Source: an optimization exercise on an open RTL-to-GDS flow (aim: small area). Production flows keep margins and buffers that such runs may drop. The RTL was checked by simulation tests, not by an equivalence proof against the original design. Power figures rest on the tool's default switching activity, not on a simulated workload.

==> trial 51 <==
==> flow/design.v <==
`timescale 1ns/1ps
package ntp_frame_pkg;
  typedef logic [63:0]  rx_word_t;
  typedef logic [15:0]  word_cnt_t;
  typedef logic [31:0]  keyid_t;
  typedef logic [159:0] ntp_digest_t;
  typedef logic [383:0] ntp_header_t;
  typedef enum logic [1:0] {
    IP_NONE,
    IP_V4,
    IP_V6
  } ip_ver_e;
  typedef struct packed {
    logic     valid;
    rx_word_t data;
  } rx_beat_t;
  typedef struct packed {
    logic     valid;
    rx_word_t data;
  } aligned_word_t;
  typedef struct packed {
    ip_ver_e     ip_ver;
    ntp_header_t header;
    keyid_t      keyid;
    ntp_digest_t digest;
    logic        complete;
  } ntp_rx_record_t;
endpackage
`timescale 1ns/1ps
package keymem_pkg;
  typedef logic [31:0]  key_word_t;
  typedef logic [2:0]   key_index_t;
  typedef logic [159:0] auth_key_t;
  typedef struct packed {
    logic   get;
    logic [31:0] keyid;   
  } keymem_req_t;
  typedef struct packed {
    logic       ready;
    logic       key_valid;
    key_index_t key_word;
    key_word_t  key_data;
  } keymem_rsp_t;
  typedef enum logic [2:0] {
    KEY_IDLE,
    KEY_REQUEST,
    KEY_COLLECT,
    KEY_SUCCESS,
    KEY_ERROR
  } key_fsm_e;
endpackage
`timescale 1ns/1ps
module ntp_auth
(
  input  logic           i_clk,
  input  logic           i_areset,
  input  logic           i_rx_reset,
  input  logic           i_rx_valid,
  input  logic [63:0]    i_rx_data,
  input  logic           i_auth_start,
  input  logic           i_keymem_ready,
  input  logic           i_keymem_key_valid,
  input  logic [2:0]     i_keymem_key_word,
  input  logic [31:0]    i_keymem_key_data,
  output logic [1:0]     o_rx_ip_ver,
  output logic [383:0]   o_rx_header,
  output logic [31:0]    o_rx_keyid,
  output logic [159:0]   o_rx_digest,
  output logic           o_rx_complete,
  output logic           o_ready,
  output logic           o_key_ok,
  output logic [159:0]   o_key,
  output logic           o_keymem_get,
  output logic [31:0]    o_keymem_keyid
);
  logic [3:0]   cnt;
  logic [1:0]   ip_ver;      
  logic         prev_take;   
  logic         complete;
  logic [575:0] rec;
  logic         v4, v6;
  logic         take;
  assign v4   = ip_ver[0];
  assign v6   = ip_ver[1];
  assign take = i_rx_valid && !i_rx_reset && (v4 || v6) &&
                (cnt >= 4'd5) && (cnt <= 4'd13);
  always_ff @(posedge i_clk or posedge i_areset) begin
    if (i_areset) begin
      cnt       <= '0;
      ip_ver    <= 2'd0;
      prev_take <= 1'b0;
      complete  <= 1'b0;
    end else if (i_rx_reset) begin
      cnt       <= '0;
      ip_ver    <= 2'd0;
      prev_take <= 1'b0;
      complete  <= 1'b0;
    end else begin
      prev_take <= take;
      complete  <= (cnt == 4'd14) && (v4 || v6) && !prev_take;
      if (i_rx_valid) begin
        if (cnt == 4'd1 && !v6) begin
          case (i_rx_data[31:16])
            16'h0800: begin ip_ver <= 2'd1; cnt <= 4'd2; end
            16'h86DD: begin ip_ver <= 2'd2; cnt <= 4'd0; end
            default:  cnt <= 4'd2;
          endcase
        end else if (cnt != 4'd14) begin
          cnt <= cnt + 4'd1;
        end
      end
    end
  end
  logic         v4_pt, v6_pt, v4_hd, v6_hd, low_en;
  assign v4_pt  = v4 && prev_take;
  assign v6_pt  = v6 && prev_take;
  assign v4_hd  = v4 && i_rx_valid;
  assign v6_hd  = v6 && i_rx_valid;
  assign low_en = (v4 && take) || v6_pt;
  always_ff @(posedge i_clk) begin
    if (take) begin
      rec[575:112] <= rec[511:48];
      rec[111:80]  <= ({32{v4}}    & rec[47:16])        | ({32{v6_pt}} & i_rx_data[63:32]);
      rec[79:64]   <= ({16{v4_pt}} & i_rx_data[63:48])  | ({16{v6_pt}} & i_rx_data[31:16]);
      rec[63:48]   <= ({16{v4}}    & i_rx_data[47:32])  | ({16{v6}}    & i_rx_data[15:0]);
    end
    if (low_en)
      rec[47:16]   <= ({32{v4}}    & i_rx_data[31:0])   | ({32{v6_hd}} & i_rx_data[63:32]);
    if (prev_take)
      rec[15:0]    <= ({16{v4_hd}} & i_rx_data[63:48])  | ({16{v6_hd}} & i_rx_data[31:16]);
  end
  assign o_rx_ip_ver   = ip_ver;
  assign o_rx_header   = rec[575:192];
  assign o_rx_keyid    = rec[191:160];
  assign o_rx_digest   = rec[159:0];
  assign o_rx_complete = complete;
  logic         s0, s1;
  logic         key_ok;
  logic [4:0]   seen;
  logic [4:0]   hit;
  logic [4:0]   seen_next;
  logic [31:0]  keyid;
  logic [159:0] key;
  logic         st_idle, st_req, st_col, st_fin, col_end;
  assign st_idle = !s1 && !s0;
  assign st_req  = !s1 &&  s0;
  assign st_col  =  s1 &&  s0;
  assign st_fin  =  s1 && !s0;
  always_comb begin
    for (int n = 0; n < 5; n++)
      hit[n] = i_keymem_key_valid && (i_keymem_key_word == 3'(n));
  end
  assign seen_next = seen | hit;
  assign col_end   = &seen_next || (i_keymem_ready && !i_keymem_key_valid);
  always_ff @(posedge i_clk or posedge i_areset) begin
    if (i_areset) begin
      s0     <= 1'b0;
      s1     <= 1'b0;
      key_ok <= 1'b0;
    end else begin
      s0 <= s1 ? (s0 && !col_end) : (s0 || i_auth_start);
      s1 <= s0 ? (s1 || i_keymem_ready) : 1'b0;
      if (st_req && i_keymem_ready)
        key_ok <= 1'b0;
      else if (st_fin)
        key_ok <= &seen;
    end
  end
  always_ff @(posedge i_clk) begin
    seen <= st_req ? 5'd0 : seen_next;
    if (st_idle)
      keyid <= rec[191:160];
    for (int n = 0; n < 5; n++)
      if (st_col && hit[n])
        key[n*32 +: 32] <= i_keymem_key_data;
  end
  assign o_ready        = st_idle;
  assign o_key_ok       = key_ok;
  assign o_key          = key;
  assign o_keymem_get   = st_req && i_keymem_ready;
  assign o_keymem_keyid = keyid;
endmodule
==> flow/flow/run.sh <==
#!/bin/bash
# The standard layout (standard.sh, unchanged synthesis), with two changes
# to how the layout is made:
#  - the port buffers that global placement inserts are buf_1 cells
#  - the clock tree uses clkbuf_8 cells in clusters of up to 17 sinks within
#    60 um, without dummy loads
# make's output goes to standard_flow.log; each ORFS step keeps its own log
# under orfs/logs/.
bash standard.sh "BUFFER_PORTS_ARGS=-buffer_cell sky130_fd_sc_hd__buf_1" \
  "CTS_ARGS=-sink_clustering_enable -repair_clock_nets -dont_use_dummy_load -buf_list sky130_fd_sc_hd__clkbuf_8 -sink_clustering_size 17 -sink_clustering_max_diameter 60" \
  finish > standard_flow.log 2>&1
==> flow/standard.sh <==
#!/bin/bash
# synth_recipe.tcl (not shown) runs the flow's synth.tcl, then flattens the netlist and writes it again
# the make line also repeats each setting of config.mk as NAME=value (left out here)
make -C /OpenROAD-flow-scripts/flow DESIGN_CONFIG=/design/flow/config.mk WORK_HOME=/design/flow/orfs CLKGATE_MAP_FILE= SYNTH_SCRIPT=/design/flow/synth_recipe.tcl "${@:-finish}"
==> flow/config.mk <==
export PLATFORM = sky130hd
export DESIGN_NAME = ntp_auth
export DESIGN_NICKNAME = ntp_auth
export VERILOG_FILES = /design/flow/design.v
export SDC_FILE = /design/flow/constraint.sdc
export NUM_CORES = 4
export LEC_CHECK = 0
export CAP_MARGIN = 20
export CORE_MARGIN = 2
export CORE_UTILIZATION = 40
export PLACE_DENSITY = 0.95
export SLEW_MARGIN = 20
==> flow/constraint.sdc <==
create_clock -name core_clock -period 5.0 [get_ports {i_clk}]
set_input_delay 1.0000 -clock core_clock [delete_from_list [all_inputs] [get_ports {i_clk}]]
set_output_delay 1.0000 -clock core_clock [all_outputs]
set_load 0.01 [all_outputs]
==> inputs of trial 37, as changes to trial 51 <==
==> flow/design.v, changed modules only <==
module ntp_auth
(
  input  logic           i_clk,
  input  logic           i_areset,
  input  logic           i_rx_reset,
  input  logic           i_rx_valid,
  input  logic [63:0]    i_rx_data,
  input  logic           i_auth_start,
  input  logic           i_keymem_ready,
  input  logic           i_keymem_key_valid,
  input  logic [2:0]     i_keymem_key_word,
  input  logic [31:0]    i_keymem_key_data,
  output logic [1:0]     o_rx_ip_ver,
  output logic [383:0]   o_rx_header,
  output logic [31:0]    o_rx_keyid,
  output logic [159:0]   o_rx_digest,
  output logic           o_rx_complete,
  output logic           o_ready,
  output logic           o_key_ok,
  output logic [159:0]   o_key,
  output logic           o_keymem_get,
  output logic [31:0]    o_keymem_keyid
);
  logic [3:0]   cnt;
  logic [1:0]   ip_ver;      
  logic         prev_take;   
  logic         complete;
  logic [575:0] rec;
  logic         v4, v6;
  logic         take;
  logic [63:0]  head;
  assign v4   = ip_ver[0];
  assign v6   = ip_ver[1];
  assign take = i_rx_valid && !i_rx_reset && (v4 || v6) &&
                (cnt >= 4'd5) && (cnt <= 4'd13);
  assign head = i_rx_valid ? i_rx_data : 64'd0;
  always_ff @(posedge i_clk or posedge i_areset) begin
    if (i_areset) begin
      cnt       <= '0;
      ip_ver    <= 2'd0;
      prev_take <= 1'b0;
      complete  <= 1'b0;
    end else if (i_rx_reset) begin
      cnt       <= '0;
      ip_ver    <= 2'd0;
      prev_take <= 1'b0;
      complete  <= 1'b0;
    end else begin
      prev_take <= take;
      complete  <= (cnt == 4'd14) && (v4 || v6) && !prev_take;
      if (i_rx_valid) begin
        if (cnt == 4'd1 && !v6) begin
          case (i_rx_data[31:16])
            16'h0800: begin ip_ver <= 2'd1; cnt <= 4'd2; end
            16'h86DD: begin ip_ver <= 2'd2; cnt <= 4'd0; end
            default:  cnt <= 4'd2;
          endcase
        end else if (cnt != 4'd14) begin
          cnt <= cnt + 4'd1;
        end
      end
    end
  end
  always_ff @(posedge i_clk) begin
    if (take) begin
      rec[575:112] <= rec[511:48];
      rec[111:80]  <= v4 ? rec[47:16] : (prev_take ? i_rx_data[63:32] : 32'd0);
      rec[79:64]   <= prev_take ? (v4 ? i_rx_data[63:48] : i_rx_data[31:16]) : 16'd0;
      rec[63:48]   <= v4 ? i_rx_data[47:32] : i_rx_data[15:0];
    end
    if (v4 ? take : prev_take)
      rec[47:16]   <= v4 ? i_rx_data[31:0] : head[63:32];
    if (prev_take)
      rec[15:0]    <= v4 ? head[63:48] : head[31:16];
  end
  assign o_rx_ip_ver   = ip_ver;
  assign o_rx_header   = rec[575:192];
  assign o_rx_keyid    = rec[191:160];
  assign o_rx_digest   = rec[159:0];
  assign o_rx_complete = complete;
  logic [1:0]   state;
  logic         key_ok;
  logic [4:0]   seen;
  logic [4:0]   hit;
  logic [4:0]   seen_next;
  logic [31:0]  keyid;
  logic [159:0] key;
  logic         st_idle, st_req, st_col, st_fin;
  assign st_idle = (state == 2'd0);
  assign st_req  = (state == 2'd1);
  assign st_col  = (state == 2'd3);
  assign st_fin  = (state == 2'd2);
  always_comb begin
    hit = '0;
    if (i_keymem_key_valid && i_keymem_key_word < 3'd5)
      hit[i_keymem_key_word] = 1'b1;
  end
  assign seen_next = seen | hit;
  always_ff @(posedge i_clk or posedge i_areset) begin
    if (i_areset) begin
      state  <= 2'd0;
      key_ok <= 1'b0;
    end else begin
      case (state)
        2'd0: if (i_auth_start) state <= 2'd1;
        2'd1: if (i_keymem_ready) begin
                state  <= 2'd3;
                key_ok <= 1'b0;
              end
        2'd3: if (&seen_next || (i_keymem_ready && !i_keymem_key_valid))
                state <= 2'd2;
        default: begin
                state  <= 2'd0;
                key_ok <= &seen;
              end
      endcase
    end
  end
  always_ff @(posedge i_clk) begin
    seen <= st_req ? 5'd0 : seen_next;
    if (st_idle)
      keyid <= rec[191:160];
    for (int n = 0; n < 5; n++)
      if (st_col && hit[n])
        key[n*32 +: 32] <= i_keymem_key_data;
  end
  assign o_ready        = st_idle;
  assign o_key_ok       = key_ok;
  assign o_key          = key;
  assign o_keymem_get   = st_req && i_keymem_ready;
  assign o_keymem_keyid = keyid;
endmodule
==> flow/flow/run.sh (replaced) <==
#!/bin/bash
bash standard.sh "BUFFER_PORTS_ARGS=-buffer_cell sky130_fd_sc_hd__buf_1" \
  "CTS_ARGS=-sink_clustering_enable -repair_clock_nets -dont_use_dummy_load -buf_list sky130_fd_sc_hd__clkbuf_8 -sink_clustering_size 20 -sink_clustering_max_diameter 50" \
  finish > standard_flow.log 2>&1
- ABC_AREA: unset -> 1
- CORE_UTILIZATION: 40 -> 60
- PLACE_DENSITY: 0.95 -> 0.7
==> inputs of build 1, as changes to trial 51 <==
==> flow/design.v, changed modules only <==
module ntp_auth
(
  input  logic           i_clk,
  input  logic           i_areset,
  input  logic           i_rx_reset,
  input  logic           i_rx_valid,
  input  logic [63:0]    i_rx_data,
  input  logic           i_auth_start,
  input  logic           i_keymem_ready,
  input  logic           i_keymem_key_valid,
  input  logic [2:0]     i_keymem_key_word,
  input  logic [31:0]    i_keymem_key_data,
  output logic [1:0]     o_rx_ip_ver,
  output logic [383:0]   o_rx_header,
  output logic [31:0]    o_rx_keyid,
  output logic [159:0]   o_rx_digest,
  output logic           o_rx_complete,
  output logic           o_ready,
  output logic           o_key_ok,
  output logic [159:0]   o_key,
  output logic           o_keymem_get,
  output logic [31:0]    o_keymem_keyid
);
  logic [3:0]   cnt;
  logic [1:0]   ip_ver;      
  logic         prev_take;   
  logic         complete;
  logic [575:0] rec;
  logic         v4, v6;
  logic         take;
  logic [63:0]  head;
  assign v4   = ip_ver[0];
  assign v6   = ip_ver[1];
  assign take = i_rx_valid && !i_rx_reset && (v4 || v6) &&
                (cnt >= 4'd5) && (cnt <= 4'd13);
  assign head = i_rx_valid ? i_rx_data : 64'd0;
  always_ff @(posedge i_clk or posedge i_areset) begin
    if (i_areset) begin
      cnt       <= '0;
      ip_ver    <= 2'd0;
      prev_take <= 1'b0;
      complete  <= 1'b0;
    end else if (i_rx_reset) begin
      cnt       <= '0;
      ip_ver    <= 2'd0;
      prev_take <= 1'b0;
      complete  <= 1'b0;
    end else begin
      prev_take <= take;
      complete  <= (cnt == 4'd14) && (v4 || v6) && !prev_take;
      if (i_rx_valid) begin
        if (cnt == 4'd1 && !v6) begin
          case (i_rx_data[31:16])
            16'h0800: begin ip_ver <= 2'd1; cnt <= 4'd2; end
            16'h86DD: begin ip_ver <= 2'd2; cnt <= 4'd0; end
            default:  cnt <= 4'd2;
          endcase
        end else if (cnt != 4'd14) begin
          cnt <= cnt + 4'd1;
        end
      end
    end
  end
  always_ff @(posedge i_clk) begin
    if (take) begin
      rec[575:112] <= rec[511:48];
      rec[111:80]  <= v4 ? rec[47:16] : (prev_take ? i_rx_data[63:32] : 32'd0);
      rec[79:64]   <= prev_take ? (v4 ? i_rx_data[63:48] : i_rx_data[31:16]) : 16'd0;
      rec[63:48]   <= v4 ? i_rx_data[47:32] : i_rx_data[15:0];
    end
    if (v4 ? take : prev_take)
      rec[47:16]   <= v4 ? i_rx_data[31:0] : head[63:32];
    if (prev_take)
      rec[15:0]    <= v4 ? head[63:48] : head[31:16];
  end
  assign o_rx_ip_ver   = ip_ver;
  assign o_rx_header   = rec[575:192];
  assign o_rx_keyid    = rec[191:160];
  assign o_rx_digest   = rec[159:0];
  assign o_rx_complete = complete;
  logic [1:0]   state;
  logic         key_ok;
  logic [4:0]   seen;
  logic [4:0]   hit;
  logic [4:0]   seen_next;
  logic [31:0]  keyid;
  logic [159:0] key;
  logic         st_idle, st_req, st_col, st_fin;
  assign st_idle = (state == 2'd0);
  assign st_req  = (state == 2'd1);
  assign st_col  = (state == 2'd3);
  assign st_fin  = (state == 2'd2);
  always_comb begin
    hit = '0;
    if (i_keymem_key_valid && i_keymem_key_word < 3'd5)
      hit[i_keymem_key_word] = 1'b1;
  end
  assign seen_next = seen | hit;
  always_ff @(posedge i_clk or posedge i_areset) begin
    if (i_areset) begin
      state  <= 2'd0;
      key_ok <= 1'b0;
    end else begin
      case (state)
        2'd0: if (i_auth_start) state <= 2'd1;
        2'd1: if (i_keymem_ready) begin
                state  <= 2'd3;
                key_ok <= 1'b0;
              end
        2'd3: if (&seen_next || (i_keymem_ready && !i_keymem_key_valid))
                state <= 2'd2;
        default: begin
                state  <= 2'd0;
                key_ok <= &seen;
              end
      endcase
    end
  end
  always_ff @(posedge i_clk) begin
    seen <= st_req ? 5'd0 : seen_next;
    if (st_idle)
      keyid <= rec[191:160];
    for (int n = 0; n < 5; n++)
      if (st_col && hit[n])
        key[n*32 +: 32] <= i_keymem_key_data;
  end
  assign o_ready        = st_idle;
  assign o_key_ok       = key_ok;
  assign o_key          = key;
  assign o_keymem_get   = st_req && i_keymem_ready;
  assign o_keymem_keyid = keyid;
endmodule
==> flow/flow/run.sh (replaced) <==
#!/bin/bash
# Standard layout, with plain buf_1 cells as the port buffers.
bash standard.sh "BUFFER_PORTS_ARGS=-buffer_cell sky130_fd_sc_hd__buf_1" finish > standard_flow.log 2>&1
- PLACE_DENSITY: 0.95 -> unset
==> comparison table <==
Final setup violating endpoints: trial 37 -; trial 51 0; build 1 0
Clock period minus worst slack: trial 37 -; trial 51 3.03 ns; build 1 3.43 ns
Number of clock buffers in the layout: trial 37 -; trial 51 58; build 1 97
Number of top-level pins: trial 37 -; trial 51 880; build 1 880
Final standard cell area without fillers: trial 37 -; trial 51 30400 µm²; build 1 32500 µm²
Clock Power: trial 37 -; trial 51 2.90 mW; build 1 5.80 mW
Initial Util: trial 37 60.7%; trial 51 40.7%; build 1 40.5%
Reg-to-reg slack, setup: trial 37 -; trial 51 2.42 ns; build 1 2.09 ns
# DRC: trial 37 -; trial 51 0; build 1 0
Input/output buffers: trial 37 -; trial 51 879; build 1 879
Total of fill cells in the finished design: trial 37 -; trial 51 4943; build 1 5282
Result of the run: trial 37 did not finish; trial 51 no timing/DRC/antenna violations; build 1 no timing/DRC/antenna violations
Last stage reached: trial 37 3_2_place_iop; trial 51 -; build 1 -
Pre-antenna DRT Iters: trial 37 -; trial 51 6; build 1 5
Post-synthesis compound-gate area fraction: trial 37 2.37%; trial 51 4.49%; build 1 2.45%
Highest metal layer used by the detailed router: trial 37 -; trial 51 met5; build 1 met4
Clk pin slew, worst setup/hold paths: trial 37 -; trial 51 0.10 ns; build 1 0.06 ns
Layout-stage area growth over the synthesis result: trial 37 -; trial 51 20.8%; build 1 27.4%

-- afterwards: timing with drivers on the ports --
Ports are ideal in the flow. The routed layouts listed here were re-timed in OpenROAD. Step 1 (the two cells are an assumption about what drives the block):
set clk [get_ports {i_clk}]
set_driving_cell -lib_cell sky130_fd_sc_hd__clkbuf_16 $clk
set_driving_cell -lib_cell sky130_fd_sc_hd__buf_2 [delete_from_list [all_inputs] $clk]
Step 2 moves the port delays by t, midway between the first and last clock arrival at a register: inputs arrive t later, outputs are due t later. That takes back most of the time a late clock gives input paths. a / b / c = ideal ports / drivers / drivers and shift; a / b = the first two.
| run | t (ns) | setup WS [ns] | worst setup path after step 2 | worst register clock-pin slew, ns | worst data-port slew with drivers (ns) |
|---|---|---|---|---|---|
| trial 51 | 0.725 | 1.970 / 1.911 / 1.869 | input to register | 0.11 / 0.11 | 0.16 |
| build 1 | 0.672 | 1.573 / 1.509 / 1.608 | input to register | 0.06 / 0.06 | 0.12 |
After both steps setup and hold are still met in every run listed. For trial 51, which loses most, drivers alone change the setup slack by -0.059 ns; drivers and shift together by -0.101 ns.
